What follows belongs to an exercise in optimizing a design on an open flow for small area, a short achievable clock period and few clock cycles; a production flow would make more cautious choices. Only simulation tests tie the RTL to the original design; equivalence was not proved. Power and IR drop assume default switching activity.

==> flow/design.v <==
module stack_cpu (
    input  logic        clk,
    input  logic        reset,
    output logic [23:0] flash_addr,
    output logic        flash_enable,
    input  logic [7:0]  flash_data,
    input  logic        flash_ready,
    output logic [7:0]  uart_data,
    output logic        uart_send,
    input  logic        uart_busy,
    output logic        halted
);
    localparam logic [3:0] l_hold = 4'b1010;
    localparam logic [3:0] l_sec  = 4'b1100;
    localparam logic [3:0] l_and  = 4'b1000;
    localparam logic [3:0] l_or   = 4'b1110;
    localparam logic [3:0] l_xor  = 4'b0110;
    localparam logic [3:0] l_xnor = 4'b1001;
    localparam logic [3:0] l_not  = 4'b0101;
    localparam logic [3:0] l_zero = 4'b0000;
    localparam logic [2:0] f_idle = 3'd0;    
    localparam logic [2:0] f_r1   = 3'd1;    
    localparam logic [2:0] f_r2   = 3'd2;    
    localparam logic [2:0] f_chk  = 3'd3;    
    localparam logic [2:0] f_hold = 3'd4;    
    logic [2:0]  fst;
    logic        hold_mode;
    logic        low_seen;
    logic        got;           
    logic        fail;
    logic [3:0]  c_lo;          
    logic [3:0]  c_hi;          
    logic        c_alo;         
    logic        c_ahi;         
    logic        c_sub;         
    logic        c_fsel;        
    logic        c_fz;          
    logic        c_flt;         
    logic        c_sgn;         
    logic        c_push;        
    logic        c_pop;         
    logic        c_swap;        
    logic        c_ssh;         
    logic        c_uart;        
    logic        c_taken;       
    logic        c_jump;        
    logic        c_tgt0;        
    logic        c_e2;          
    logic        c_e2imm;       
    logic        c_e3;          
    logic        pp;            
    logic        hp;            
    logic [7:0]  xb;            
    logic        armed;         
    logic        free_next;     
    logic [2:0]  imc;           
    logic        is_branch;     
    logic        taken;
    logic [7:0]  target_lo;     
    logic        imm_last;      
    logic        is_op;
    logic [31:0] top;
    logic [31:0] second;
    logic [31:0] lut;
    logic [31:0] carries;
    logic [31:0] next_top;
    logic        zero;
    logic        carry;         
    logic        cout_lo;
    logic        cout_hi;
    logic        lt_u;
    logic        lt_s;
    logic        flagq;
    assign is_op     = (imc == 3'd0);
    assign imm_last  = (imc == 3'd1);
    assign free_next = !c_e2 && !pp && !hp;
    assign got  = flash_ready && armed;
    assign fail = (fst == f_chk) && !(flash_ready && low_seen);
    logic        skip;
    logic        load_target;
    logic        inc_lo;
    logic [22:0] inc_hi;
    logic [23:0] addr_inc;
    assign skip        = is_branch && imm_last;
    assign load_target = skip && taken;
    assign inc_lo      = flash_addr[0] | skip;
    always_comb begin
        for (int i = 0; i < 23; i++) begin
            inc_hi[i] = flash_addr[i + 1] ^ (inc_lo && (&(flash_addr[23:1] | ~(23'h7fffff >> (23 - i)))));
        end
    end
    assign addr_inc = {inc_hi, flash_addr[0] ^ !skip};
    always_ff @(posedge clk) begin
        if (reset) flash_addr <= 24'd0;
        else if (got) flash_addr <= (load_target) ? {flash_data, xb, target_lo} : addr_inc;
    end
    logic [2:0]  fst_n;
    logic        fen_n;
    logic        hold_n;
    logic        low_n;
    logic        free_n;
    always_comb begin
        fst_n  = fst;
        fen_n  = flash_enable;
        hold_n = hold_mode;
        low_n  = low_seen;
        if (reset) begin
            fst_n  = f_idle;
            fen_n  = 1'b0;
            hold_n = 1'b0;
            low_n  = 1'b0;
        end else if (halted) begin
            fst_n = f_idle;
            fen_n = 1'b0;
        end else begin
            case (fst)
                f_idle: begin
                    fen_n  = 1'b1;
                    hold_n = 1'b0;
                    low_n  = 1'b0;
                    fst_n  = f_r1;
                end
                f_r1: fst_n = f_r2;
                f_r2: begin
                    low_n = !flash_ready;
                    if (hold_mode || !free_next) begin
                        fst_n = f_hold;
                    end else begin
                        fen_n = 1'b0;
                        fst_n = f_chk;
                    end
                end
                f_chk: begin
                    fen_n  = 1'b1;
                    hold_n = fail;
                    low_n  = 1'b0;
                    fst_n  = f_r1;
                end
                f_hold: begin
                    if (!flash_ready) low_n = 1'b1;
                    if (got) begin
                        fen_n = 1'b0;
                        fst_n = f_idle;
                    end
                end
                default: fst_n = f_idle;
            endcase
        end
        free_n = reset ||
                 !((c_e2 && !c_e2imm && (xb == 8'h0a || xb == 8'h0c)) ||
                   ((pp || hp) && (c_e2 || c_e3 || uart_send)));
    end
    always_ff @(posedge clk) begin
        fst          <= fst_n;
        flash_enable <= fen_n;
        hold_mode    <= hold_n;
        low_seen     <= low_n;
        armed        <= low_n && ((fst_n == f_chk) || ((fst_n == f_hold) && free_n));
    end
    always_ff @(posedge clk) begin
        if (reset) begin
            imc <= 3'd0;
        end else if (got) begin
            if (!is_op) begin
                imc <= imc - 3'd1;
            end else if (flash_data == 8'h01) begin
                imc       <= 3'd4;
                is_branch <= 1'b0;
            end else if (flash_data == 8'h0e || flash_data == 8'h0f) begin
                imc       <= 3'd3;
                is_branch <= 1'b1;
            end
        end
        if (got) xb <= flash_data;
    end
    always_ff @(posedge clk) begin
        c_lo    <= l_hold;
        c_hi    <= l_hold;
        c_alo   <= 1'b0;
        c_ahi   <= 1'b0;
        c_sub   <= 1'b0;
        c_fsel  <= 1'b0;
        c_fz    <= 1'b0;
        c_flt   <= 1'b0;
        c_sgn   <= 1'b0;
        c_push  <= 1'b0;
        c_pop   <= 1'b0;
        c_swap  <= 1'b0;
        c_ssh   <= 1'b0;
        c_uart  <= 1'b0;
        c_taken <= 1'b0;
        c_jump  <= 1'b0;
        c_tgt0  <= 1'b0;
        c_e2    <= 1'b0;
        c_e2imm <= 1'b0;
        c_e3    <= 1'b0;
        if (reset) begin
            pp     <= 1'b0;
            hp     <= 1'b0;
            halted <= 1'b0;
        end else if (armed) begin
            if (flash_ready) begin
                if (!is_op) begin
                    if (!is_branch) begin
                        c_ssh <= 1'b1;
                        if (imm_last) begin c_e2 <= 1'b1; c_e2imm <= 1'b1; end
                    end
                    if (is_branch && imc == 3'd3) c_tgt0 <= 1'b1;
                end else begin
                    case (flash_data)
                        8'h01, 8'h12: c_push <= 1'b1;                                    
                        8'h14: begin c_push <= 1'b1; c_lo <= l_sec; c_hi <= l_sec; end  
                        8'h02: begin c_lo <= l_xor; c_alo <= 1'b1; c_e2 <= 1'b1; end
                        8'h03, 8'h0a, 8'h0c: begin
                            c_lo  <= l_xnor;
                            c_alo <= 1'b1;
                            c_sub <= 1'b1;
                            c_e2  <= 1'b1;
                        end
                        8'h09: begin c_lo <= l_xor; c_hi <= l_xor; c_fz <= 1'b1; c_e2 <= 1'b1; end
                        8'h35: begin c_fz <= 1'b1; c_e2 <= 1'b1; end                     
                        8'h0e: begin c_taken <= 1'b1; c_e2 <= 1'b1; end                  
                        8'h0f: c_jump <= 1'b1;
                        8'h16: begin c_lo <= l_and; c_hi <= l_and; c_pop <= 1'b1; end
                        8'h17: begin c_lo <= l_or;  c_hi <= l_or;  c_pop <= 1'b1; end
                        8'h18: begin c_lo <= l_xor; c_hi <= l_xor; c_pop <= 1'b1; end
                        8'h19: begin c_lo <= l_not; c_hi <= l_not; end
                        8'h05: begin c_lo <= l_sec; c_hi <= l_sec; c_pop <= 1'b1; end    
                        8'h13: begin c_lo <= l_sec; c_hi <= l_sec; c_swap <= 1'b1; end   
                        8'h08: pp <= 1'b1;                                               
                        8'hff: hp <= 1'b1;                                               
                        default: ;
                    endcase
                end
            end
        end else if (c_e2) begin
            if (c_e2imm) begin
                c_lo   <= l_sec;
                c_hi   <= l_sec;
                c_swap <= 1'b1;
            end else begin
                case (xb)
                    8'h02: begin c_hi <= l_xor; c_ahi <= 1'b1; c_pop <= 1'b1; end
                    8'h03: begin c_hi <= l_xnor; c_ahi <= 1'b1; c_pop <= 1'b1; end
                    8'h0a, 8'h0c: begin
                        c_hi  <= l_xnor;
                        c_ahi <= 1'b1;
                        c_flt <= 1'b1;
                        c_sgn <= !xb[2];
                        c_pop <= 1'b1;
                        c_e3  <= 1'b1;
                    end
                    8'h09: begin c_lo <= l_zero; c_hi <= l_zero; c_fsel <= 1'b1; c_pop <= 1'b1; end
                    8'h35: begin c_lo <= l_zero; c_hi <= l_zero; c_fsel <= 1'b1; end
                    default: begin c_lo <= l_sec; c_hi <= l_sec; c_pop <= 1'b1; end   
                endcase
            end
        end else if (c_e3) begin
            c_lo   <= l_zero;
            c_hi   <= l_zero;
            c_fsel <= 1'b1;
        end else if (pp && !uart_send) begin
            c_lo   <= l_sec;
            c_hi   <= l_sec;
            c_pop  <= 1'b1;
            c_uart <= 1'b1;
            pp     <= 1'b0;
        end else if (hp && !uart_send) begin
            halted <= 1'b1;
            hp     <= 1'b0;
        end
    end
    always_comb begin
        for (int i = 0; i < 16; i++) lut[i] = c_lo[{second[i], top[i]}];
        for (int i = 16; i < 32; i++) lut[i] = c_hi[{second[i], top[i]}];
    end
    logic [15:0] g_lo;
    logic [15:0] g_hi;
    logic [16:0] c_lo_chain;
    logic [16:0] c_hi_chain;
    always_comb begin
        for (int i = 0; i < 16; i++) begin
            g_lo[i] = c_alo && second[i] && !lut[i];
            g_hi[i] = c_ahi && second[i + 16] && !lut[i + 16];
        end
    end
    prefix_carry u_carry_lo (.g(g_lo), .p(lut[15:0]),  .cin(c_sub),          .c(c_lo_chain));
    prefix_carry u_carry_hi (.g(g_hi), .p(lut[31:16]), .cin(c_ahi && carry), .c(c_hi_chain));
    assign carries = {c_hi_chain[15:0], c_lo_chain[15:0]};
    assign cout_lo = c_lo_chain[16];
    assign cout_hi = c_hi_chain[16];
    always_comb begin
        next_top = lut ^ carries;
        if (c_fsel) next_top = {31'd0, flagq};
    end
    assign zero = (lut == 32'd0);
    assign lt_u = !cout_hi;
    assign lt_s = lut[31] ? !carries[31] : second[31];
    always_ff @(posedge clk) begin
        top <= next_top;
        if (c_fz) flagq <= zero;
        if (c_flt) flagq <= c_sgn ? lt_s : lt_u;
        if (c_alo) carry <= cout_lo;
        if (c_taken) taken <= !zero;
        if (c_jump) taken <= 1'b1;
        if (c_tgt0) target_lo <= xb;
    end
    logic [31:0] mem [6];
    logic [7:0]  ptr;
    logic [5:0]  rsel;
    logic        tsel;
    logic        hsel;
    logic [31:0] second_d;
    always_ff @(posedge clk) begin
        if (reset) ptr <= 8'b0100_0000;    
        else if (c_push) ptr <= {ptr[6:0], ptr[7]};
        else if (c_pop) ptr <= {ptr[0], ptr[7:1]};
    end
    always_ff @(posedge clk) begin
        for (int i = 0; i < 6; i++) begin
            if (c_push && ptr[i]) mem[i] <= second;
        end
    end
    assign tsel = c_push || c_swap;
    assign hsel = !(c_push || c_swap || c_pop || c_ssh);
    always_comb begin
        for (int i = 0; i < 6; i++) rsel[i] = c_pop && ptr[i + 1];
        second_d = ({32{tsel}} & top) | ({32{c_ssh}} & {xb, second[31:8]}) | ({32{hsel}} & second);
        for (int i = 0; i < 6; i++) second_d = second_d | ({32{rsel[i]}} & mem[i]);
    end
    always_ff @(posedge clk) begin
        second <= second_d;
    end
    always_ff @(posedge clk) begin
        if (reset) begin
            uart_send <= 1'b0;
        end else if (c_uart) begin
            uart_send <= 1'b1;
        end else if (!uart_busy) begin
            uart_send <= 1'b0;    
        end
        if (c_uart) uart_data <= top[7:0];
    end
endmodule
module prefix_carry (
    input  logic [15:0] g,
    input  logic [15:0] p,
    input  logic        cin,
    output logic [16:0] c
);
    logic [15:0] gg [5];
    logic [15:0] pp [5];
    always_comb begin
        gg[0] = g;
        pp[0] = p;
        gg[0][0] = g[0] | (p[0] & cin);
        for (int l = 0; l < 4; l++) begin
            for (int i = 0; i < 16; i++) begin
                if ((i >> l) & 1) begin
                    gg[l + 1][i] = gg[l][i] | (pp[l][i] & gg[l][((i >> l) << l) - 1]);
                    pp[l + 1][i] = pp[l][i] & pp[l][((i >> l) << l) - 1];
                end else begin
                    gg[l + 1][i] = gg[l][i];
                    pp[l + 1][i] = pp[l][i];
                end
            end
        end
        c = {gg[4], cin};
    end
endmodule
==> flow/flow/run.sh <==
#!/bin/bash
set -euo pipefail
bash standard.sh SETUP_SLACK_MARGIN=5.3 "BUFFER_PORTS_ARGS=-buffer_cell sky130_fd_sc_hd__buf_2" finish > standard_flow.log 2>&1
==> flow/standard.sh <==
#!/bin/bash
# synth_recipe.tcl (not shown) runs the flow's synth.tcl, then flattens the netlist and writes it again
# the make line also repeats each setting of config.mk as NAME=value (left out here)
make -C /OpenROAD-flow-scripts/flow DESIGN_CONFIG=/design/flow/config.mk WORK_HOME=/design/flow/orfs CLKGATE_MAP_FILE= SYNTH_SCRIPT=/design/flow/synth_recipe.tcl "${@:-finish}"
==> flow/config.mk <==
export PLATFORM = sky130hd
export DESIGN_NAME = stack_cpu
export DESIGN_NICKNAME = stack_cpu
export VERILOG_FILES = /design/flow/design.v
export SDC_FILE = /design/flow/constraint.sdc
export NUM_CORES = 4
export LEC_CHECK = 0
export CAP_MARGIN = 20
export CORE_MARGIN = 2
export CORE_UTILIZATION = 40
export CTS_CLUSTER_DIAMETER = 150
export CTS_CLUSTER_SIZE = 25
export SLEW_MARGIN = 20
==> flow/constraint.sdc <==
create_clock -name core_clock -period 8.0 [get_ports {clk}]
set_input_delay 1.6000 -clock core_clock [delete_from_list [all_inputs] [get_ports {clk}]]
set_output_delay 1.6000 -clock core_clock [all_outputs]
set_load 0.01 [all_outputs]
==> results.txt, run 1 <==
- The routed wire length is 40710 um.
- After legalization and detailed placement, the total HPWL measured 23330 um.
- The parity-gate share of the synthesized area counting xor and xnor cells is 0.01706.
- The type of the setup path with the least slack is flip-flop to primary output.
- The count of maximum capacitance violations is 0.
- The cell area after technology mapping is approximately 0.016 sq mm.
- Counting instances, the worst hold path has a depth of 1.
- CTS placed an instance of clkbuf_16 at the clock tree root.
- The area growth from synthesis to layout is 9.425%.
- Setup repair after global routing could not meet its margin everywhere.
- The net count of the mapped netlist is 1369.
- The number of standard cells in the layout, taps in and fillers out is 1894.
- For the pin with the worst max-slew slack, the measured transition is 1.123 ns.
- The number of setup violations in the final report is 0.
- The worst path needs 2.677 ns of the cycle, external delays included.
- The cell family contributing the most delay on the critical path is flip-flops.
- By area the synthesized netlist is led by edfxtp_1 41%, dfxtp_1 17%, mux4_2 4.4%, a22o_1 3.6%, a221oi_1 3.6%.
- The final cycle utilization of the critical path is 0.3347.
- The worst min-delay path category is flip-flop to flip-flop.
- A synthesized cell averages 11.78 sq um.
- The critical path arrival is 1.08 ns.
- The combinational family with the most area after synthesis is compound AO/OA/AOI/OAI gates.
- The worst setup timing slack at the placement stage is 4.296 ns.
- The number of antenna violations at the first check in global routing is 0.
- The sequential fraction of the synthesis area is 0.5842.
- In this run the number of cells on the critical path is 1.
- The standard cell with the maximum stage delay on the critical path is edfxtp_1.
- The first-pass iteration count of the detailed router is 5.
- After global routing the overflow that remains totals 0.
- The share of synthesized cell area in and, or, nand and nor gates is 0.1310.
- The maximum level of the CTS H-tree is 1.
- In the synthesized netlist, the number of instances is 1351.
- After detailed routing, the number of vias per cell comes to 5.937.
- The maximum number of pins on one net before global-route repair is between 50 and 60.
- The most common cell after layout, fill and taps aside is edfxtp_1.
- VDD sags by at most 135.6 uV.
- The portion of netlist area occupied by mux cells is 0.06760.
- The instance count after placement with tap cells included is 1844.
- The detail route stage leaves a number of antenna-violating nets equal to 0.
- The count of input and output buffers is 46.
- In this run the tightest slew margin relative to its limit is 0.2513.
- The via total after detailed routing is around 11000.
- Counting the fill cells in the layout gives 3690.
- After detailed routing, the average wire length per cell comes to 21.49 um.
- The static leakage power is 5.850 nW.
- The adder and majority gate portion of the synthesized area is 0.004717.
- The floorplan step set the die height to about 200 um.
- After routing, the total negative slack on setup checks comes to 0 ns.
- The overall die area is approximately 0.041 sq mm.
- Counting flops with an async set or reset pin after synthesis yields a share of 0.
- The flow ran to the end and the layout has no timing, DRC or antenna violations.
- TritonCTS built the clock tree.
- The deepest clock path buffer count is 3.
- The share of synthesized area in the top cell type comes to 0.4132.
- The overall routing resource usage is 0.1931.
- The wire length of the first global-routing pass is 62830 um.
- In the routed design, unresolved DRC markers number 0.
- 47 I/O pins were placed.
- After synthesis the netlist holds a flip-flop and latch count of roughly 360.
- The hold violation total from the final report came to 0.
- The largest stage delay on the critical path is between 0.3 and 0.4 ns.
- The clock arrives with 0.04003 ns of skew.
- The achievable frequency is roughly 370 MHz.
- The sort of element at the start of the critical path is a flip-flop.
- The number of slew-limit violations in the final report was 0.
- Of all nets on the critical path, the largest fanout is 1.
- The clock latency reported for the late side of the worst-skew pair is 0.53 ns.
- The starting utilization of the core area is 0.4034.
- At the end of the flow, the number of nets in the layout was 1375.
- Row generation in the floorplan step produced 73 rows.
- The area inside the core boundary is 0.03946 sq mm.
- Of the cells placed in the final design, the portion with a size suffix greater than 1 is 0.1658.
- The number of flops mapped to enable cells by yosys is 219.
- The distinct cell type count after synthesis is 81.
- The number of antenna cells inserted is 0.
- The clock drives 355 sinks.
- The number of global-route vias before repair was ~11000.
- After clock tree synthesis, the clock-pin slew on the worst setup and hold paths is 0.11 ns.
- In this run the power density over the cells is 172.9 mW/mm^2.
- The compound-cell area share of the yosys netlist is 0.1661.
- The warning count from the yosys run is 5.
- The most common flop cell mapped by yosys is edfxtp_1.
- The die is approximately 200 um wide.
- The biggest area contributor in the post-synthesis netlist is edfxtp_1.
- The setup slack of the critical path after layout is 5.323 ns.
- In this run, CTS created clock tree buffers numbering 18.
- The detailed router finished its first iteration with 1080 violations.
- The number of buffers and inverters on the critical path is 1.
- The worst endpoint required time is 6.40 ns.
- The weighted congestion reported at the end of routability-driven placement is approximately 0.87.
- The number of cells traversed by the worst register-to-register path is 5.
- The critical path endpoint category is a primary output.
- Leaving out fill and tap cells, the most frequent cells in the layout are 219 x edfxtp_1, 112 x nand2_1, 109 x nor2_1, 108 x dfxtp_1, 66 x a22o_1.
- The signal on the critical path passes through buf_2.
==> through the flow <==
stage          instance area, sq um  hold WS, ns  utilization  power [mW]
2_1_floorplan                 15990       0.3902            -       1.999
3_3_place_gp                  16570       0.4060       0.4199       2.012
3_5_place_dp                  16570       0.4088       0.4199       2.012
4_1_cts                       17220       0.4089       0.4363       3.042
5_1_grt                       17420       0.4138       0.4414       3.105
6_report                      17420       0.4085       0.4414       3.012
==> repair_timing <==
action,CTS,global route
setup buffers,5,13
hold buffers,0,0
resized for setup,28,40
endpoints found under the setup margin,66,52
pin swaps,3,9
==> final timing paths <==
kind	endpoint	startpoint	slack, ns
max	uart_data[7]	uart_data[7]	5.32
min	taken	c_jump	0.41
max reg2reg	taken	top[8]	5.42
min reg2reg	taken	c_jump	0.41
==> cell families (layout without fill, tap and decap cells) <==
| logic type | Yosys count | after routing |
|---|---|---|
| compound gates | 359 | 359 |
| buf+inv | 112 | 130 |
| xor+xnor | 31 | 31 |
| fa+ha+maj | 6 | 6 |
| simple gates | 421 | 421 |
| flops | 355 | 355 |
| mux | 67 | 67 |
==> sequential cells by signal, indices dropped and copies added (netlist names), 3 cells and up <==
register    flops
top            32
c_hi            4
imc             3
flash_addr     24
second         32
c_lo            4
fst             3
mem           192
uart_data       8
ptr             8
xb              8
target_lo       8
==> cell usage after synthesis (5+ instances only) <==
cell and number:
dfxtp_1 136, a211oi_1 19, a21o_1 6, edfxtp_1 219, and2_1 27, nor2_1 111
a22o_1 66, mux2_2 10, o21ai_0 59, a22oi_1 12, mux2i_1 25, o22ai_1 5
and3_1 6, nand4_1 6, or2_2 6, buf_2 12, nand2_1 115, nand3_1 47
a21oi_1 65, ha_1 6, nor2b_1 19, inv_1 17, xnor2_1 13, xor2_1 18
nand2b_1 13, nor3_1 20, nor4_1 16, a31oi_1 10, or3_1 5, a221oi_1 65
clkbuf_1 76, o31ai_1 8, mux4_2 31
==> power by group <==
part           internal, mW  total [mW]  switching, mW
combinational        0.0157      0.0468         0.0311
clock                 0.456        1.04          0.584
sequential             1.92        1.92        0.00555
==> per-layer routing <==
layer  global-route usage  vias to the layer above  part of all wire
met3              0.02029                       55             0.042
met4              0.04718                        0             0.021
li1                     -                     5190                 -
met5                    0                        -                 0
met2               0.3164                      283              0.48
met1               0.2758                     5717              0.46
==> cell type report <==
class,count,area (sq um),area share
clock inverters,1,20.02,0.001149
flip-flops and latches,355,9356,0.5372
clock buffers,31,520.5,0.02989
repair buffers,80,495.5,0.02845
multi-input cells,884,6294,0.3614
inverters,18,73.82,0.004239
well taps,525,656.9,0.03772
Testbench counts, summed over its fixed seeds: cycles 321,388.
==> inputs of run 2 (changes only) <==
--- a/flow/design.v
+++ b/flow/design.v
@@ -54,4 +54,6 @@
     logic        armed;         
     logic        free_next;     
+    logic        xv;            
+    logic        dec_now;       
     logic [2:0]  imc;           
     logic        is_branch;     
@@ -74,13 +76,15 @@
     assign is_op     = (imc == 3'd0);
     assign imm_last  = (imc == 3'd1);
-    assign free_next = !c_e2 && !pp && !hp;
+    logic        uart_free;
+    assign uart_free = !uart_send && !c_uart;
+    assign dec_now   = xv && !c_e2 && !c_e3 && !pp && !hp && !halted;
+    assign free_next = !xv || dec_now;
     assign got  = flash_ready && armed;
     assign fail = (fst == f_chk) && !(flash_ready && low_seen);
-    logic        skip;
+    logic        skip;          
     logic        load_target;
     logic        inc_lo;
     logic [22:0] inc_hi;
     logic [23:0] addr_inc;
-    assign skip        = is_branch && imm_last;
     assign load_target = skip && taken;
     assign inc_lo      = flash_addr[0] | skip;
@@ -147,7 +151,5 @@
             endcase
         end
-        free_n = reset ||
-                 !((c_e2 && !c_e2imm && (xb == 8'h0a || xb == 8'h0c)) ||
-                   ((pp || hp) && (c_e2 || c_e3 || uart_send)));
+        free_n = reset || !xv || dec_now;
     end
     always_ff @(posedge clk) begin
@@ -160,14 +162,22 @@
     always_ff @(posedge clk) begin
         if (reset) begin
-            imc <= 3'd0;
-        end else if (got) begin
-            if (!is_op) begin
-                imc <= imc - 3'd1;
-            end else if (flash_data == 8'h01) begin
-                imc       <= 3'd4;
-                is_branch <= 1'b0;
-            end else if (flash_data == 8'h0e || flash_data == 8'h0f) begin
-                imc       <= 3'd3;
-                is_branch <= 1'b1;
+            imc  <= 3'd0;
+            skip <= 1'b0;
+            xv   <= 1'b0;
+        end else begin
+            if (got) xv <= 1'b1;
+            else if (dec_now) xv <= 1'b0;
+            if (dec_now) begin
+                skip <= 1'b0;
+                if (!is_op) begin
+                    imc  <= imc - 3'd1;
+                    skip <= is_branch && (imc == 3'd2);
+                end else if (xb == 8'h01) begin
+                    imc       <= 3'd4;
+                    is_branch <= 1'b0;
+                end else if (xb == 8'h0e || xb == 8'h0f) begin
+                    imc       <= 3'd3;
+                    is_branch <= 1'b1;
+                end
             end
         end
@@ -199,39 +209,4 @@
             hp     <= 1'b0;
             halted <= 1'b0;
-        end else if (armed) begin
-            if (flash_ready) begin
-                if (!is_op) begin
-                    if (!is_branch) begin
-                        c_ssh <= 1'b1;
-                        if (imm_last) begin c_e2 <= 1'b1; c_e2imm <= 1'b1; end
-                    end
-                    if (is_branch && imc == 3'd3) c_tgt0 <= 1'b1;
-                end else begin
-                    case (flash_data)
-                        8'h01, 8'h12: c_push <= 1'b1;                                    
-                        8'h14: begin c_push <= 1'b1; c_lo <= l_sec; c_hi <= l_sec; end  
-                        8'h02: begin c_lo <= l_xor; c_alo <= 1'b1; c_e2 <= 1'b1; end
-                        8'h03, 8'h0a, 8'h0c: begin
-                            c_lo  <= l_xnor;
-                            c_alo <= 1'b1;
-                            c_sub <= 1'b1;
-                            c_e2  <= 1'b1;
-                        end
-                        8'h09: begin c_lo <= l_xor; c_hi <= l_xor; c_fz <= 1'b1; c_e2 <= 1'b1; end
-                        8'h35: begin c_fz <= 1'b1; c_e2 <= 1'b1; end                     
-                        8'h0e: begin c_taken <= 1'b1; c_e2 <= 1'b1; end                  
-                        8'h0f: c_jump <= 1'b1;
-                        8'h16: begin c_lo <= l_and; c_hi <= l_and; c_pop <= 1'b1; end
-                        8'h17: begin c_lo <= l_or;  c_hi <= l_or;  c_pop <= 1'b1; end
-                        8'h18: begin c_lo <= l_xor; c_hi <= l_xor; c_pop <= 1'b1; end
-                        8'h19: begin c_lo <= l_not; c_hi <= l_not; end
-                        8'h05: begin c_lo <= l_sec; c_hi <= l_sec; c_pop <= 1'b1; end    
-                        8'h13: begin c_lo <= l_sec; c_hi <= l_sec; c_swap <= 1'b1; end   
-                        8'h08: pp <= 1'b1;                                               
-                        8'hff: hp <= 1'b1;                                               
-                        default: ;
-                    endcase
-                end
-            end
         end else if (c_e2) begin
             if (c_e2imm) begin
@@ -260,5 +235,5 @@
             c_hi   <= l_zero;
             c_fsel <= 1'b1;
-        end else if (pp && !uart_send) begin
+        end else if (pp && uart_free) begin
             c_lo   <= l_sec;
             c_hi   <= l_sec;
@@ -266,7 +241,46 @@
             c_uart <= 1'b1;
             pp     <= 1'b0;
-        end else if (hp && !uart_send) begin
+        end else if (hp && uart_free) begin
             halted <= 1'b1;
             hp     <= 1'b0;
+        end else if (dec_now) begin
+            if (!is_op) begin
+                if (!is_branch) begin
+                    c_ssh <= 1'b1;
+                    if (imm_last) begin c_e2 <= 1'b1; c_e2imm <= 1'b1; end
+                end
+                if (is_branch && imc == 3'd3) c_tgt0 <= 1'b1;
+            end else begin
+                case (xb)
+                    8'h01, 8'h12: c_push <= 1'b1;                                    
+                    8'h14: begin c_push <= 1'b1; c_lo <= l_sec; c_hi <= l_sec; end  
+                    8'h02: begin c_lo <= l_xor; c_alo <= 1'b1; c_e2 <= 1'b1; end
+                    8'h03, 8'h0a, 8'h0c: begin
+                        c_lo  <= l_xnor;
+                        c_alo <= 1'b1;
+                        c_sub <= 1'b1;
+                        c_e2  <= 1'b1;
+                    end
+                    8'h09: begin c_lo <= l_xor; c_hi <= l_xor; c_fz <= 1'b1; c_e2 <= 1'b1; end
+                    8'h35: begin c_fz <= 1'b1; c_e2 <= 1'b1; end                     
+                    8'h0e: begin c_taken <= 1'b1; c_e2 <= 1'b1; end                  
+                    8'h0f: c_jump <= 1'b1;
+                    8'h16: begin c_lo <= l_and; c_hi <= l_and; c_pop <= 1'b1; end
+                    8'h17: begin c_lo <= l_or;  c_hi <= l_or;  c_pop <= 1'b1; end
+                    8'h18: begin c_lo <= l_xor; c_hi <= l_xor; c_pop <= 1'b1; end
+                    8'h19: begin c_lo <= l_not; c_hi <= l_not; end
+                    8'h05: begin c_lo <= l_sec; c_hi <= l_sec; c_pop <= 1'b1; end    
+                    8'h13: begin c_lo <= l_sec; c_hi <= l_sec; c_swap <= 1'b1; end   
+                    8'h08: begin                                                     
+                        if (!uart_free) pp <= 1'b1;
+                        else begin c_lo <= l_sec; c_hi <= l_sec; c_pop <= 1'b1; c_uart <= 1'b1; end
+                    end
+                    8'hff: begin                                                     
+                        if (!uart_free) hp <= 1'b1;
+                        else halted <= 1'b1;
+                    end
+                    default: ;
+                endcase
+            end
         end
     end
==> results.txt, run 2 <==
- Run status: finished clean (unchanged).
- The number of setup violations in the final report is 0 (unchanged).
- The number of slew-limit violations in the final report came to 0 (unchanged).
- The number of standard cells in the layout, taps in and fillers out is 1894 (unchanged).
- The critical path endpoint category is a primary output (unchanged).
- The overall overflow remaining after global route came to 0 (unchanged).
- The wire length of the first global-routing pass is 61220 um (was 62830 um).
- Registers with the most flip-flops: mem x192, second x32, top x32 (unchanged).
- The flip-flop count of the largest register after layout came to 192 (unchanged).
- The cell area after technology mapping is 0.01585 sq mm (was 0.01592 sq mm).
- The clock slew seen by the registers of the worst setup and hold paths is 0.10 ns (was 0.11 ns).
- The clock period minus worst slack was 2.658 ns (was 2.677 ns).
- The routed wire length is 39600 um (was 40710 um).
- The count of maximum capacitance violations is 0 (unchanged).
- The areal power density over the cells is 201.1 mW/mm^2 (was 172.9 mW/mm^2).
- The type of the setup path with the least slack is flip-flop to primary output (unchanged).
- The number of antenna cells inserted was 0 (unchanged).
- The average routed wire per standard cell is 20.91 um (was 21.49 um).
- The hold violation total from the final report is 0 (unchanged).
- The instance count after placement with tap cells included is 1850 (was 1844).
- The most common cell after layout, fill and taps aside is edfxtp_1 (unchanged).
- The net count of the mapped netlist is 1379 (was 1369).
- The most common flop cell mapped by yosys is edfxtp_1 (unchanged).
- The worst min-delay path category is flip-flop to flip-flop (unchanged).
- The count of standard-cell rows is 72 (was 73).
- The sequential fraction of the synthesis area is 0.5892 (was 0.5842).
- The deepest clock path buffer count is 3 (unchanged).
- The library cell occupying the most area in the post-synthesis netlist is edfxtp_1 (unchanged).
- The starting utilization of the core area is 0.4073 (was 0.4034).
- The worst slew margin relative to its limit was 0.2791 (was 0.2513).
- The achievable frequency was 376.3 MHz (was 373.5 MHz).
- The final cycle utilization of the critical path was 0.3322 (was 0.3347).
- The final clock skew is 0.02676 ns (was 0.04003 ns).
- The share of final-layout standard cells stronger than drive strength 1 came to 0.1446 (was 0.1658).
- The most frequent cell after synthesis is edfxtp_1 (unchanged).
- The overall die area is 0.04123 sq mm (was 0.04140 sq mm).
- The number of buffers created by CTS came to 18 (unchanged).
- The area inside the core boundary was 0.03892 sq mm (was 0.03946 sq mm).
- Most common library cells after synthesis: 219 x edfxtp_1, 141 x nor2_1, 138 x dfxtp_1 (was 219 x edfxtp_1, 136 x dfxtp_1, 115 x nand2_1).
- The number of global-route vias before repair is 10600 (was 10590).
- The total clock sinks is 357 (was 355).
- The count of nets left with antenna violations after detail routing came to 0 (unchanged).
- The critical path arrival is 1.06 ns (was 1.08 ns).
- The highest ir drop seen on vdd is 175.9 uV (was 135.6 uV).
- The per-instance average area after synthesis is 11.65 sq um (was 11.78 sq um).
- The hold buffer count at CTS came to 0 (unchanged).
- The warning count from the yosys run is 5 (unchanged).
- The standard cell with the maximum stage delay on the critical path is edfxtp_1 (unchanged).
- The top register by number of flip-flops is mem (unchanged).
- The post-detailed-route via-to-cell ratio is 5.818 (was 5.937).
- The number of buffers and inverters on the critical path is 1 (unchanged).
- The gate family responsible for the most delay along the worst path is flip-flops (unchanged).
- The clock tree from TritonCTS is built (unchanged).
- The sort of element at the start of the critical path was a flip-flop (unchanged).
- The maximum fanout along the worst path is 1 (unchanged).
- The area growth from synthesis to layout came to 8.959% (was 9.425%).
- The buffer type at the clock tree root is clkbuf_16 (unchanged).
- The distinct cell type count after synthesis is 78 (was 81).
- Synth area leaders: edfxtp_1 41%, dfxtp_1 17%, a22o_1 3.7%, a221oi_1 3.5%, nor2_1 3.3% (was edfxtp_1 41%, dfxtp_1 17%, mux4_2 4.4%, a22o_1 3.6%, a221oi_1 3.6%).
- The largest stage delay on the critical path is 0.38 ns (was 0.39 ns).
- The clock latency reported for the late side of the worst-skew pair came to 0.54 ns (was 0.53 ns).
- Unrepaired setup endpoints after global routing: yes (unchanged).
- The static leakage power is 5.829 nW (was 5.850 nW).
- The maximum number of pins on one net before global-route repair was 62 (was 56).
- The fraction of registers with async set or reset after synthesis is 0 (unchanged).
- The detailed placer's ending HPWL is 23240 um (was 23330 um).
- The portion of synthesized cell area occupied by the leading cell type is 0.4149 (was 0.4132).
- The maximum level of the CTS H-tree is 1 (unchanged).
- The register bit count reported by yosys was 357 (was 355).
- The number of antenna violations at the first check in global routing is 0 (unchanged).
- The final layout net count came to 1383 (was 1375).
- The number of placed I/O pins is 47 (unchanged).
- The cell count after synthesis was 1360 (was 1351).
- The die span in x is 203.1 um (was 203.5 um).
- The count of routing violations after the opening detailed-route iteration is 916 (was 1080).
- The power after layout is 3.473 mW (was 3.012 mW).
- Most used cells in the layout excluding fill and tap cells: 219 x edfxtp_1, 141 x nor2_1, 111 x nand2_1, 106 x dfxtp_1, 76 x a21oi_1 (was 219 x edfxtp_1, 112 x nand2_1, 109 x nor2_1, 108 x dfxtp_1, 66 x a22o_1).
- The die height is 203.1 um (was 203.5 um).
- The accumulated negative setup slack is 0 ns (unchanged).
- The worst endpoint required time was 6.40 ns (about the same).
- The overall routing resource usage was 0.1876 (was 0.1931).
- The via total after detailed routing came to 11020 (was 11250).
- The slew at the pin closest to its max-slew limit is 1.081 ns (was 1.123 ns).
- The weighted congestion reported at the end of routability-driven placement is 0.9177 (was 0.8686).
- The remaining design rule violation count came to 0 (unchanged).
- Crit path cell chain: buf_2 (unchanged).
- The first-pass iteration count of the detailed router is 7 (was 5).
- The number of flops mapped to enable cells by yosys is 219 (unchanged).
- The count of input and output buffers is 46 (unchanged).
## run 2: timing repair
action | CTS | global route
setup endpoints to repair | 42 | 31
setup buffers | 0 | 12
resized for setup | 23 | 35
pin swaps | 0 | 4
## run 2: cell families (layout without fill, tap and decap cells)
logic type,count (synthesis),in the layout,share of synthesized area
DFF,357,357,0.5892
muxes,68,68,0.06734
AOI/OAI and AO/OA,352,352,0.1616
xor gates and xnor gates,27,27,0.01492
buffers and inverters,106,122,0.02629
adders and majority gates,7,7,0.005525
and+or+nand+nor,443,443,0.1351
## run 2: worst paths after layout
kind                 from            to  slack, ns  cells after the start
min reg2reg        c_jump         taken       0.43                      1
max reg2reg    second[22]         flagq       5.36                      8
max          uart_data[0]  uart_data[0]       5.34                      1
min                c_jump         taken       0.43                      1
## run 2: where the power goes
part	switching (mW)	internal [mW]
combinational	0.119	0.137
sequential	0.141	2.05
clock	0.586	0.440
## run 2: per-layer routing
layer / vias to the layer above / routed length (um) / GRT usage
met1: 5522 / 17860 / 0.2617
li1: 5187 / - / -
met4: 0 / 750 / 0.04171
met5: - / 0 / 0
met3: 44 / 1766 / 0.01653
met2: 267 / 19220 / 0.3190
## run 2: cell type report
class                   count  area, sq um
multi-input cells         897         6163
flip-flops and latches    357         9407
fillers                  3610        21650
repair buffers             71        449.2
clock inverters             2        36.28
well taps                 518        648.1
clock buffers              30        495.5
inverters                  19        71.32
## run 2: stage by stage
stage          cell area [sq um]  worst slack (ns)  hold slack [ns]  utilization
2_1_floorplan              15850             5.250           0.3855            -
3_3_place_gp               16490             4.692           0.4045       0.4238
3_5_place_dp               16490             4.618           0.4120       0.4238
4_1_cts                    17070             5.268           0.4345       0.4385
5_1_grt                    17270             5.236           0.4477       0.4438
6_report                   17270             5.342           0.4302       0.4438
Testbench counts of run 2, summed over its fixed seeds: cycles 320,946.
==> inputs of run 3 (changes only) <==
==> flow/flow/run.sh (replaced) <==
#!/bin/bash
set -euo pipefail
bash standard.sh SETUP_SLACK_MARGIN=5.4 "BUFFER_PORTS_ARGS=-buffer_cell sky130_fd_sc_hd__buf_2" finish > standard_flow.log 2>&1
==> results.txt, run 3 <==
- Run status: finished clean (unchanged).
- The via total after detailed routing is 11280 (was 11020).
- The most common flop cell mapped by yosys is edfxtp_1 (unchanged).
- The warning count from the yosys run is 5 (unchanged).
- The largest stage delay on the critical path came to 0.52 ns (was 0.38 ns).
- The number of flops mapped to enable cells by yosys is 219 (unchanged).
- The maximum number of pins on one net before global-route repair is 62 (unchanged).
- The most common cell after layout, fill and taps aside was edfxtp_1 (unchanged).
- The maximum fanout along the worst path is 5 (was 1).
- The register bit count reported by yosys was 357 (unchanged).
- The overall routing resource usage is 0.1908 (was 0.1876).
- The static leakage power came to 6.082 nW (was 5.829 nW).
- The flip-flop count of the largest register after layout is 192 (unchanged).
- The most frequent cell after synthesis is edfxtp_1 (unchanged).
- The critical path endpoint category was a flip-flop (was primary output).
- The post-layout utilization of the core is 0.4579 (was 0.4438).
- The internal portion of total power is 2.632 mW (was 2.627 mW).
- The clock slew seen by the registers of the worst setup and hold paths was 0.10 ns (about the same).
- The final cycle utilization of the critical path is 0.3335 (was 0.3322).
- The area growth from synthesis to layout was 12.43% (was 8.959%).
- The slew at the pin closest to its max-slew limit is 1.117 ns (was 1.081 ns).
- The worst min-delay path category was flip-flop to flip-flop (unchanged).
- The number of setup violations in the final report is 0 (unchanged).
- The overall die area came to 0.04123 sq mm (unchanged).
- The die height is 203.1 um (unchanged).
- The compound-cell area share of the yosys netlist is 0.1616 (unchanged).
- The clock period minus worst slack was 2.668 ns (was 2.658 ns).
- The wire length of the first global-routing pass is 61800 um (was 61220 um).
- The hold buffer count at CTS was 0 (unchanged).
- Registers with the most flip-flops: mem x192, second x32, top x32 (unchanged).
- The number of placed I/O pins is 47 (unchanged).
- The highest ir drop seen on vdd was 151.1 uV (was 175.9 uV).
- The parity-gate share of the synthesized area counting xor and xnor cells was 0.01492 (unchanged).
- The portion of synthesized cell area occupied by the leading cell type is 0.4149 (unchanged).
- The average routed wire per standard cell is 20.99 um (was 20.91 um).
- The share of synthesized cell area in and, or, nand and nor gates is 0.1351 (unchanged).
- The number of buffers created by CTS was 18 (unchanged).
- The remaining design rule violation count was 0 (unchanged).
- The part of the total power dissipated in the clock network is 0.295 (about the same).
- The clock latency reported for the late side of the worst-skew pair is 0.55 ns (was 0.54 ns).
- The number of antenna violations at the first check in global routing is 0 (unchanged).
- The relative contribution of combinational cells to total power is 0.077 (was 0.074).
- The cell count after synthesis is 1360 (unchanged).
- The register-to-register setup slack is 5.33 ns (was 5.36 ns).
- Synth area leaders: edfxtp_1 41%, dfxtp_1 17%, a22o_1 3.7%, a221oi_1 3.5%, nor2_1 3.3% (unchanged).
- The final clock skew is 0.03377 ns (was 0.02676 ns).
- The number of slew-limit violations in the final report is 0 (unchanged).
- Most common library cells after synthesis: 219 x edfxtp_1, 141 x nor2_1, 138 x dfxtp_1 (unchanged).
- The number of global-route vias before repair is 10580 (was 10600).
- The areal power density over the cells came to 195.5 mW/mm^2 (was 201.1 mW/mm^2).
- The weighted congestion reported at the end of routability-driven placement was 0.8744 (was 0.9177).
- The die span in x came to 203.1 um (unchanged).
- The count of nets left with antenna violations after detail routing is 0 (unchanged).
- The worst slew margin relative to its limit was 0.2551 (was 0.2791).
- The net count of the mapped netlist is 1379 (unchanged).
- The overall overflow remaining after global route is 0 (unchanged).
- The share of final-layout standard cells stronger than drive strength 1 was 0.1864 (was 0.1446).
- The fraction of registers with async set or reset after synthesis came to 0 (unchanged).
- The distinct cell type count after synthesis was 78 (unchanged).
- The worst hold margin is 0.4144 ns (was 0.4302 ns).
- The first-pass iteration count of the detailed router was 5 (was 7).
- The routed wire length is 40610 um (was 39600 um).
- The library cell occupying the most area in the post-synthesis netlist is edfxtp_1 (unchanged).
- The sequential fraction of the synthesis area was 0.5892 (unchanged).
- Most used cells in the layout excluding fill and tap cells: 219 x edfxtp_1, 140 x nor2_1, 111 x nand2_1, 93 x dfxtp_1, 76 x a21oi_1 (was 219 x edfxtp_1, 141 x nor2_1, 111 x nand2_1, 106 x dfxtp_1, 76 x a21oi_1).
- The post-detailed-route via-to-cell ratio is 5.829 (was 5.818).
- The sequential share of power came to 0.629 (was 0.631).
- The portion of netlist area occupied by mux cells is 0.06734 (unchanged).
- Unrepaired setup endpoints after global routing: yes (unchanged).
- The type of the setup path with the least slack is flip-flop to flip-flop (was flip-flop to primary output).
- The total placed instance area is 0.01651 sq mm (was 0.01649 sq mm).
- The cell area after technology mapping came to 0.01585 sq mm (unchanged).
- The footprint of the multi-input gates is 0.006231 sq mm (was 0.006163 sq mm).
- The achievable frequency is 374.8 MHz (was 376.3 MHz).
- The per-instance average area after synthesis is 11.65 sq um (unchanged).
- The count of routing violations after the opening detailed-route iteration is 1105 (was 916).
- The adder and majority gate portion of the synthesized area came to 0.005526 (unchanged).
- The buffer type at the clock tree root is clkbuf_16 (unchanged).
- The accumulated negative setup slack is 0 ns (unchanged).
- The area occupied by registers is 0.009430 sq mm (was 0.009407 sq mm).
- The top register by number of flip-flops is mem (unchanged).
- The count of standard-cell rows is 72 (unchanged).
- Crit path cell chain: nand2b_4 -> a221o_1 -> a41oi_2 -> o21ai_2 -> a31o_2 -> a22o_4 -> a31oi_4 -> a21o_1 -> mux2_1 (was buf_2).
- The count of input and output buffers is 46 (unchanged).
- The worst endpoint required time was 8.42 ns (was 6.40 ns).
- The switching power as a share of total power is 0.2445 (was 0.2437).
- The final cell area excluding filler cells is 0.01782 sq mm (was 0.01727 sq mm).
- The starting utilization of the core area is 0.4073 (unchanged).
- The combinational family with the most area after synthesis is compound AO/OA/AOI/OAI gates (unchanged).
- The maximum level of the CTS H-tree came to 1 (unchanged).
- The hold violation total from the final report is 0 (unchanged).
- The switching power is 852.0 uW (was 846.4 uW).
- The critical path arrival is 3.09 ns (was 1.06 ns).
- The count of maximum capacitance violations was 0 (unchanged).
- The deepest clock path buffer count came to 3 (unchanged).
- The clock tree from TritonCTS is built (unchanged).
- The sort of element at the start of the critical path was a flip-flop (unchanged).
- The standard cell with the maximum stage delay on the critical path is edfxtp_1 (unchanged).
- The final layout net count was 1423 (was 1383).
- The number of fill cells in the layout came to 3573 (was 3610).
- The detailed placer's ending HPWL is 23290 um (was 23240 um).
- The total clock sinks is 357 (unchanged).
- The area inside the core boundary is 0.03892 sq mm (unchanged).
[run 3: cell counts after synthesis]
No cell type changed its count.
[run 3: worst max-delay path, delay by kind of cell, from the launching register on]
kind	cells	cell delay, ns
compound gates	7	1.52
mux	1	0.31
simple gates	1	0.19
flops	1	0.52
[run 3: metal layers]
layer | vias up | part of all wire | track usage
li1 | 5275 | - | -
met1 | 5621 | 0.45 | 0.2702
met2 | 339 | 0.48 | 0.3154
met3 | 45 | 0.055 | 0.02103
met4 | 0 | 0.016 | 0.04432
met5 | - | 0 | 0
[run 3: area by class of cell]
type,count,share of cell area
clock buffer,30,0.02780
sequential,357,0.5292
timing repair buffer,111,0.05069
clock inverter,2,0.002036
tap,518,0.03637
multi-input combinational,897,0.3496
antenna,1,0.0001404
inverter,19,0.004142
[run 3: cell families after synthesis]
family | count (synthesis)
adder cells (fa/ha/maj) | 7
AO/OA/AOI/OAI | 352
flip-flops | 357
XOR/XNOR | 27
buffers and inverters | 106
AND/OR/NAND/NOR | 443
multiplexers | 68
[run 3: through the flow]
step                std cells  worst slack [ns]  total power [mW]
CTS                      1905             5.287             3.497
detailed placement       1851             4.482             2.488
floorplan                1360             5.290             2.391
global placement         1851             4.539             2.476
global route             1934             5.250             3.610
finish                   1935             5.332             3.484
[run 3: final timing paths]
path | endpoint | cells past startpoint | startpoint
setup / recovery | top[29] | 9 | carry
hold / removal | taken | 1 | c_jump
setup reg to reg | top[29] | 9 | carry
hold reg to reg | taken | 1 | c_jump
[run 3: repair_timing]
action | 4_1_cts | 5_1_grt
pin swaps | 1 | 4
resized for setup | 74 | 41
buffers inserted | 22 | 29
endpoints found under the setup margin | 82 | 62
[run 3: power by group through the flow]
stage | clock, mW | combinational [mW] | sequential [mW]
floorplan | 0 | 0.215 | 2.18
global placement | 0 | 0.248 | 2.23
detailed placement | 0 | 0.253 | 2.23
CTS | 1.05 | 0.257 | 2.19
global route | 1.11 | 0.294 | 2.21
finish | 1.03 | 0.267 | 2.19
==> inputs of run 4 (changes only) <==
==> flow/run.sh (new file) <==
#!/bin/bash
# synth_recipe.tcl (not shown) runs the flow's synth.tcl, then flattens the netlist and writes it again
# the make line also repeats each setting of config.mk as NAME=value (left out here)
make -C /OpenROAD-flow-scripts/flow DESIGN_CONFIG=/design/flow/config.mk WORK_HOME=/design/flow/orfs CLKGATE_MAP_FILE= SYNTH_SCRIPT=/design/flow/synth_recipe.tcl finish
--- a/flow/config.mk
+++ b/flow/config.mk
@@ -11,3 +11,4 @@
 export CTS_CLUSTER_DIAMETER = 150
 export CTS_CLUSTER_SIZE = 25
+export SETUP_SLACK_MARGIN = 5
 export SLEW_MARGIN = 20
removed: flow/flow/run.sh
removed: flow/standard.sh
==> results.txt, run 4 <==
- The number of buffers created by CTS is 18 (unchanged).
- The warning count from the yosys run is 5 (unchanged).
- The number of standard cells in the layout, taps in and fillers out is 1885 (was 1935).
- The count of maximum capacitance violations is 0 (unchanged).
- The largest stage delay on the critical path was 0.39 ns (was 0.52 ns).
- The maximum fanout along the worst path is 1 (was 5).
- The per-instance average area after synthesis is 11.65 sq um (unchanged).
- The type of the setup path with the least slack is flip-flop to primary output (was flip-flop to flip-flop).
- The fraction of registers with async set or reset after synthesis came to 0 (unchanged).
- The final cycle utilization of the critical path is 0.3536 (was 0.3335).
- The cell area after technology mapping came to 0.01585 sq mm (unchanged).
- The clock period minus worst slack is 2.828 ns (was 2.668 ns).
- The distinct cell type count after synthesis is 78 (unchanged).
- The most frequent cell after synthesis is edfxtp_1 (unchanged).
- The slew at the pin closest to its max-slew limit came to 1.097 ns (was 1.117 ns).
- Synth area leaders: edfxtp_1 41%, dfxtp_1 17%, a22o_1 3.7%, a221oi_1 3.5%, nor2_1 3.3% (unchanged).
- The clock tree from TritonCTS is built (unchanged).
- The die height is 203.1 um (unchanged).
- The worst min-delay path category is flip-flop to flip-flop (unchanged).
- The hold violation total from the final report came to 0 (unchanged).
- The clock latency reported for the late side of the worst-skew pair came to 0.54 ns (was 0.55 ns).
- Crit path cell chain: dlygate4sd2_1 (was nand2b_4 -> a221o_1 -> a41oi_2 -> o21ai_2 -> a31o_2 -> a22o_4 -> a31oi_4 -> a21o_1 -> mux2_1).
- The portion of synthesized cell area occupied by the leading cell type is 0.4149 (unchanged).
- Run status: finished clean (unchanged).
- The first-pass iteration count of the detailed router is 5 (unchanged).
- The die span in x is 203.1 um (unchanged).
- The buffer type at the clock tree root is clkbuf_16 (unchanged).
- The sort of element at the start of the critical path is a flip-flop (unchanged).
- The deepest clock path buffer count came to 3 (unchanged).
- The overall die area is 0.04123 sq mm (unchanged).
- The post-layout utilization of the core is 0.4442 (was 0.4579).
- The library cell occupying the most area in the post-synthesis netlist is edfxtp_1 (unchanged).
- The worst slew margin relative to its limit is 0.2686 (was 0.2551).
- The maximum level of the CTS H-tree is 1 (unchanged).
- The remaining design rule violation count came to 0 (unchanged).
- The weighted congestion reported at the end of routability-driven placement is 0.9113 (was 0.8744).
- The highest ir drop seen on vdd is 131.1 uV (was 151.1 uV).
- The top register by number of flip-flops is mem (unchanged).
- The hold buffer count at CTS was 0 (unchanged).
- The count of standard-cell rows is 72 (unchanged).
- The gate family responsible for the most delay along the worst path is flip-flops (was compound AO/OA/AOI/OAI gates).
- The area inside the core boundary is 0.03892 sq mm (unchanged).
- The number of global-route vias before repair was 10710 (was 10580).
- The clock slew seen by the registers of the worst setup and hold paths is 0.10 ns (about the same).
- The number of placed I/O pins came to 47 (unchanged).
- The starting utilization of the core area came to 0.4073 (unchanged).
- The number of setup violations in the final report came to 0 (unchanged).
- Most common library cells after synthesis: 219 x edfxtp_1, 141 x nor2_1, 138 x dfxtp_1 (unchanged).
- The instance count after placement with tap cells included came to 1853 (was 1851).
- The number of flops mapped to enable cells by yosys is 219 (unchanged).
- The maximum number of pins on one net before global-route repair is 62 (unchanged).
- The critical path endpoint category is a primary output (was flip-flop).
- The static leakage power came to 5.860 nW (was 6.082 nW).
- Registers with the most flip-flops: mem x192, second x32, top x32 (unchanged).
- The average routed wire per standard cell is 20.74 um (was 20.99 um).
- The wire length of the first global-routing pass came to 61760 um (was 61800 um).
- The count of nets left with antenna violations after detail routing came to 0 (unchanged).
- The flip-flop count of the largest register after layout was 192 (unchanged).
- Unrepaired setup endpoints after global routing: no (was yes).
- The buffers inserted during post-CTS setup optimization is 0 (was 22).
- The final layout net count was 1374 (was 1423).
- The count of input and output buffers is 46 (unchanged).
- The accumulated negative setup slack is 0 ns (unchanged).
- The number of slew-limit violations in the final report is 0 (unchanged).
- The overall routing resource usage is 0.1888 (was 0.1908).
- The count of routing violations after the opening detailed-route iteration is 942 (was 1105).
- The areal power density over the cells is 201.4 mW/mm^2 (was 195.5 mW/mm^2).
- The via total after detailed routing was 11050 (was 11280).
- The achievable frequency is 353.6 MHz (was 374.8 MHz).
- The critical path arrival is 1.23 ns (was 3.09 ns).
- The total clock sinks was 357 (unchanged).
- The share of final-layout standard cells stronger than drive strength 1 is 0.09217 (was 0.1864).
- The overall overflow remaining after global route is 0 (unchanged).
- The number of antenna violations at the first check in global routing is 1 (was 0).
- The register bit count reported by yosys is 357 (unchanged).
- The number of buffers and inverters on the critical path was 1 (was 0).
- The number of antenna cells inserted came to 0 (was 1).
- The post-detailed-route via-to-cell ratio is 5.864 (was 5.829).
- The routed wire length is 39100 um (was 40610 um).
- The worst endpoint required time is 6.40 ns (was 8.42 ns).
- The most common flop cell mapped by yosys was edfxtp_1 (unchanged).
- The sequential fraction of the synthesis area is 0.5892 (unchanged).
- The standard cell with the maximum stage delay on the critical path was edfxtp_1 (unchanged).
- The most common cell after layout, fill and taps aside is edfxtp_1 (unchanged).
- The area growth from synthesis to layout is 9.062% (was 12.43%).
- Most used cells in the layout excluding fill and tap cells: 219 x edfxtp_1, 141 x nor2_1, 118 x dfxtp_1, 111 x nand2_1, 76 x a21oi_1 (was 219 x edfxtp_1, 140 x nor2_1, 111 x nand2_1, 93 x dfxtp_1, 76 x a21oi_1).
- The detailed placer's ending HPWL is 23160 um (was 23290 um).
- The net count of the mapped netlist is 1379 (unchanged).
- The cell count after synthesis is 1360 (unchanged).
- The final clock skew is 0.03860 ns (was 0.03377 ns).
## run 4: cell counts after synthesis
No cell type changed its count.
## run 4: power breakdown
part,internal (mW),switching [mW],total (mW)
combinational,0.139,0.120,0.259
clock,0.439,0.592,1.03
sequential,2.05,0.140,2.19
total,2.63,0.853,3.48
## run 4: area by class of cell
cell class                      instances  area [sq um]
Timing Repair Buffer                   62         539.3
Fill cell                            3655         21630
Clock inverter                          2         36.28
Tap cell                              518         648.1
Sequential cell                       357          9369
Inverter                               19         71.32
Multi-Input combinational cell        897          6127
Clock buffer                           30         495.5
## run 4: metal layers
metal | global-route usage | part of all wire
met3 | 0.01589 | 0.053
met5 | 0 | 0
met2 | 0.3167 | 0.48
met1 | 0.2696 | 0.45
met4 | 0.03754 | 0.015
## run 4: worst paths after layout
| check | to | cells past startpoint | startpoint | slack, ns |
|---|---|---|---|---|
| setup reg to reg | top[29] | 9 | c_hi[3] | 5.20 |
| hold / removal | taken | 1 | c_jump | 0.42 |
| hold reg to reg | taken | 1 | c_jump | 0.42 |
| setup / recovery | uart_data[4] | 1 | uart_data[4] | 5.17 |
## run 4: stage by stage
| stage | hold slack [ns] | power, mW | instance area, sq um | setup slack (ns) |
|---|---|---|---|---|
| 2_1_floorplan | 0.3855 | 2.391 | 15850 | 5.235 |
| 3_3_place_gp | 0.3944 | 2.481 | 16750 | 4.329 |
| 3_5_place_dp | 0.3947 | 2.491 | 16750 | 4.268 |
| 4_1_cts | 0.4208 | 3.511 | 17260 | 4.862 |
| 5_1_grt | 0.4428 | 3.617 | 17290 | 5.004 |
| 6_report | 0.4183 | 3.482 | 17290 | 5.172 |
## run 4: kinds of logic after synthesis
| logic type | share of synthesized area |
|---|---|
| compound gates | 0.1616 |
| xor+xnor | 0.01492 |
| fa+ha+maj | 0.005525 |
| buf+inv | 0.02629 |
| flops | 0.5892 |
| mux | 0.06734 |
| simple gates | 0.1351 |
## run 4: repair_timing
action,CTS,global route
endpoints found under the hold margin,0,0
setup endpoints to repair,59,22
gates resized for setup,52,9
cloned,0,0
==> inputs of run 5 (changes only) <==
==> flow/flow/run.sh (new file) <==
#!/bin/bash
set -euo pipefail
bash standard.sh SETUP_SLACK_MARGIN=5.35 "BUFFER_PORTS_ARGS=-buffer_cell sky130_fd_sc_hd__buf_2" finish > standard_flow.log 2>&1
==> flow/standard.sh (new file) <==
#!/bin/bash
# synth_recipe.tcl (not shown) runs the flow's synth.tcl, then flattens the netlist and writes it again
# the make line also repeats each setting of config.mk as NAME=value (left out here)
make -C /OpenROAD-flow-scripts/flow DESIGN_CONFIG=/design/flow/config.mk WORK_HOME=/design/flow/orfs CLKGATE_MAP_FILE= SYNTH_SCRIPT=/design/flow/synth_recipe.tcl "${@:-finish}"
--- a/flow/config.mk
+++ b/flow/config.mk
@@ -11,4 +11,3 @@
 export CTS_CLUSTER_DIAMETER = 150
 export CTS_CLUSTER_SIZE = 25
-export SETUP_SLACK_MARGIN = 5
 export SLEW_MARGIN = 20
removed: flow/run.sh
==> results.txt, run 5 <==
- The areal power density over the cells was 196.8 mW/mm^2 (was 201.4 mW/mm^2).
- The deepest clock path buffer count is 3 (unchanged).
- The type of the setup path with the least slack is flip-flop to flip-flop (was flip-flop to primary output).
- The global routing met1 resource utilization was 0.2758 (was 0.2696).
- The hold buffer count at CTS was 0 (unchanged).
- The overall die area came to 0.04123 sq mm (unchanged).
- The met2 routing resource usage after global routing is 0.3136 (was 0.3167).
- The critical path arrival is 3.11 ns (was 1.23 ns).
- The maximum fanout along the worst path came to 10 (was 1).
- The footprint of the multi-input gates is 0.006217 sq mm (was 0.006127 sq mm).
- The starting utilization of the core area was 0.4073 (unchanged).
- The clock slew seen by the registers of the worst setup and hold paths is 0.10 ns (about the same).
- The accumulated negative setup slack is 0 ns (unchanged).
- The overall routing resource usage is 0.1930 (was 0.1888).
- The clock tree from TritonCTS is built (unchanged).
- The number of antenna violations at the first check in global routing was 0 (was 1).
- The final clock skew was 0.04246 ns (was 0.03860 ns).
- The sequential fraction of the synthesis area is 0.5892 (unchanged).
- The count of routing violations after the opening detailed-route iteration was 1001 (was 942).
- The wire length of the first global-routing pass came to 62630 um (was 61760 um).
- The most frequent cell after synthesis is edfxtp_1 (unchanged).
- The maximum number of pins on one net before global-route repair is 62 (unchanged).
- The post-detailed-route via-to-cell ratio is 5.913 (was 5.864).
- The number of placed I/O pins came to 47 (unchanged).
- The final cycle utilization of the critical path is 0.3362 (was 0.3536).
- The die span in x is 203.1 um (unchanged).
- The worst endpoint required time is 8.42 ns (was 6.40 ns).
- The clock latency reported for the late side of the worst-skew pair is 0.54 ns (about the same).
- The first-pass iteration count of the detailed router is 7 (was 5).
- The number of buffers created by CTS is 18 (unchanged).
- The count of input and output buffers is 46 (unchanged).
- The static leakage power is 6.069 nW (was 5.860 nW).
- The portion of synthesized cell area occupied by the leading cell type is 0.4149 (unchanged).
- The count of nets left with antenna violations after detail routing is 0 (unchanged).
- The cell area after technology mapping was 0.01585 sq mm (unchanged).
- The most common cell after layout, fill and taps aside is edfxtp_1 (unchanged).
- The number of flops mapped to enable cells by yosys came to 219 (unchanged).
- The final layout net count is 1418 (was 1374).
- The via total after detailed routing came to 11410 (was 11050).
- The number of setup violations in the final report is 0 (unchanged).
- The hold violation total from the final report is 0 (unchanged).
- The worst slew margin relative to its limit is 0.2624 (was 0.2686).
- The global-route track usage on met3 is 0.02087 (was 0.01589).
- The worst min-delay path category is flip-flop to flip-flop (unchanged).
- Registers with the most flip-flops: mem x192, second x32, top x32 (unchanged).
- The library cell occupying the most area in the post-synthesis netlist is edfxtp_1 (unchanged).
- The warning count from the yosys run is 5 (unchanged).
- The distinct cell type count after synthesis came to 78 (unchanged).
- Most common library cells after synthesis: 219 x edfxtp_1, 141 x nor2_1, 138 x dfxtp_1 (unchanged).
- The share of final-layout standard cells stronger than drive strength 1 is 0.1765 (was 0.09217).
- The number of fill cells in the layout is 3604 (was 3655).
- The most common flop cell mapped by yosys is edfxtp_1 (unchanged).
- The number of slew-limit violations in the final report was 0 (unchanged).
- The highest ir drop seen on vdd is 134.8 uV (was 131.1 uV).
- The average routed wire per standard cell was 21.30 um (was 20.74 um).
- The remaining design rule violation count is 0 (unchanged).
- The post-layout utilization of the core was 0.4559 (was 0.4442).
- The count of maximum capacitance violations was 0 (unchanged).
- The area occupied by registers came to 0.009438 sq mm (was 0.009369 sq mm).
- The buffer type at the clock tree root is clkbuf_16 (unchanged).
- The instance count along the most critical hold path is 1 (unchanged).
- The global routing's busiest layer was met2 (unchanged).
- Unrepaired setup endpoints after global routing: yes (was no).
- The achievable frequency is 371.8 MHz (was 353.6 MHz).
- The flip-flop count of the largest register after layout was 192 (unchanged).
- The overall overflow remaining after global route is 0 (unchanged).
- The fraction of registers with async set or reset after synthesis is 0 (unchanged).
- The area growth from synthesis to layout came to 11.94% (was 9.062%).
- The slew at the pin closest to its max-slew limit was 1.106 ns (was 1.097 ns).
- The total clock sinks is 357 (unchanged).
- The count of standard-cell rows is 72 (unchanged).
- The number of cells traversed by the worst register-to-register path is 9 (unchanged).
- The register bit count reported by yosys was 357 (unchanged).
- The die height is 203.1 um (unchanged).
- The detailed placer's ending HPWL is 23360 um (was 23160 um).
- The top register by number of flip-flops is mem (unchanged).
- The net count of the mapped netlist came to 1379 (unchanged).
- The critical path endpoint category is a flip-flop (was primary output).
- The area inside the core boundary came to 0.03892 sq mm (unchanged).
- The weighted congestion reported at the end of routability-driven placement is 0.8579 (was 0.9113).
- Most used cells in the layout excluding fill and tap cells: 219 x edfxtp_1, 140 x nor2_1, 111 x nand2_1, 99 x dfxtp_1, 76 x a21oi_1 (was 219 x edfxtp_1, 141 x nor2_1, 118 x dfxtp_1, 111 x nand2_1, 76 x a21oi_1).
- The cell count after synthesis is 1360 (unchanged).
- Synth area leaders: edfxtp_1 41%, dfxtp_1 17%, a22o_1 3.7%, a221oi_1 3.5%, nor2_1 3.3% (unchanged).
- The maximum level of the CTS H-tree was 1 (unchanged).
- The number of antenna cells inserted is 0 (unchanged).
- Run status: finished clean (unchanged).
- The sort of element at the start of the critical path is a flip-flop (unchanged).
- The per-instance average area after synthesis is 11.65 sq um (unchanged).
- The number of global-route vias before repair is 10700 (was 10710).
- The clock period minus worst slack is 2.690 ns (was 2.828 ns).
- The routed wire length is 41090 um (was 39100 um).
## run 5: routing by layer
layer,vias to the layer above,wire [um]
met2,342,19170
li1,5261,-
met1,5740,18780
met3,63,2109
met4,0,1035
met5,-,0
## run 5: logic make-up after synthesis
logic type / share of synthesized area
simple gates: 0.1351
flops: 0.5892
fa+ha+maj: 0.005525
buf+inv: 0.02629
mux: 0.06734
compound gates: 0.1616
xor+xnor: 0.01492
## run 5: through the flow
| stage | setup slack [ns] | cell area (sq um) | power (mW) | hold slack [ns] | cells |
|---|---|---|---|---|---|
| after floorplan | 5.251 | 15850 | 2.391 | 0.3855 | 1360 |
| after global placement | 4.686 | 16520 | 2.477 | 0.4186 | 1854 |
| after detailed placement | 4.629 | 16520 | 2.489 | 0.4206 | 1854 |
| after CTS | 5.277 | 17240 | 3.499 | 0.4456 | 1894 |
| after global routing | 5.232 | 17740 | 3.620 | 0.4492 | 1929 |
| final | 5.310 | 17740 | 3.491 | 0.4431 | 1929 |
## run 5: what timing repair did
action | in CTS | in global routing
setup buffers | 8 | 33
gates cloned | 0 | 2
hold endpoints to repair | 0 | 0
setup endpoints to repair | 91 | 70
resized for setup | 49 | 57
pin swaps | 3 | 11
## run 5: worst max-delay path, cell delays in order, from the launching register on
cell     delay [ns]
dfxtp_4        0.36
buf_12         0.13
mux4_2         0.57
a41oi_4        0.32
o21ai_2        0.11
a31o_4         0.24
a22o_4         0.24
a31oi_4        0.17
a21o_1         0.15
mux2_4         0.29
## run 5: report_power, final
group / internal [mW] / switching [mW]
registers: 2.05 / 0.142
logic: 0.144 / 0.126
clock network: 0.440 / 0.595
## run 5: path summary, 6_finish.rpt
kind                            slack (ns)     from       to
worst min register to register        0.44   c_jump    taken
worst min-delay path                  0.44   c_jump    taken
worst max-delay path                  5.31  c_hi[3]  top[29]
worst max register to register        5.31  c_hi[3]  top[29]
## run 5: layout make-up
class,count,area share
flip-flops and latches,357,0.5319
multi-input cells,897,0.3504
repair buffers,106,0.04718
well taps,518,0.03653
clock buffers,30,0.02792
inverters,19,0.004019
clock inverters,2,0.002045

[afterwards: timing with drivers on the ports]
No port has a modelled driver above. Below, the same layouts with a new extraction and two added sets of constraints.
Step 1: set_driving_cell puts a clkbuf_16 on clk and a buf_2 on each other input, an assumption about the parent block.
Step 2 also shifts input and output timing later by t, the mid clock arrival at the registers, as if the neighbouring blocks saw the same clock.
Three values: ideal ports, drivers, drivers and shift; two values: the first two.
run	t (ns)	setup WS [ns]	hold WS [ns]	worst slew at a driven data input, ns	cell pins on the clock port's net
run 1	0.568	5.323 / 5.270 / 4.799	0.409 / 0.409 / 0.409	0.03	1
run 2	0.575	5.342 / 5.289 / 4.876	0.430 / 0.430 / 0.430	0.03	1
run 3	0.578	5.332 / 5.280 / 4.968	0.414 / 0.414 / 0.414	0.03	1
run 4	0.577	5.172 / 5.117 / 4.670	0.418 / 0.418 / 0.418	0.03	1
run 5	0.576	5.310 / 5.285 / 4.881	0.443 / 0.443 / 0.443	0.03	1
After both steps every run listed still meets setup and hold. The setup slack of run 1, which loses most, moves by -0.053 ns with the drivers and by -0.524 ns with both steps.
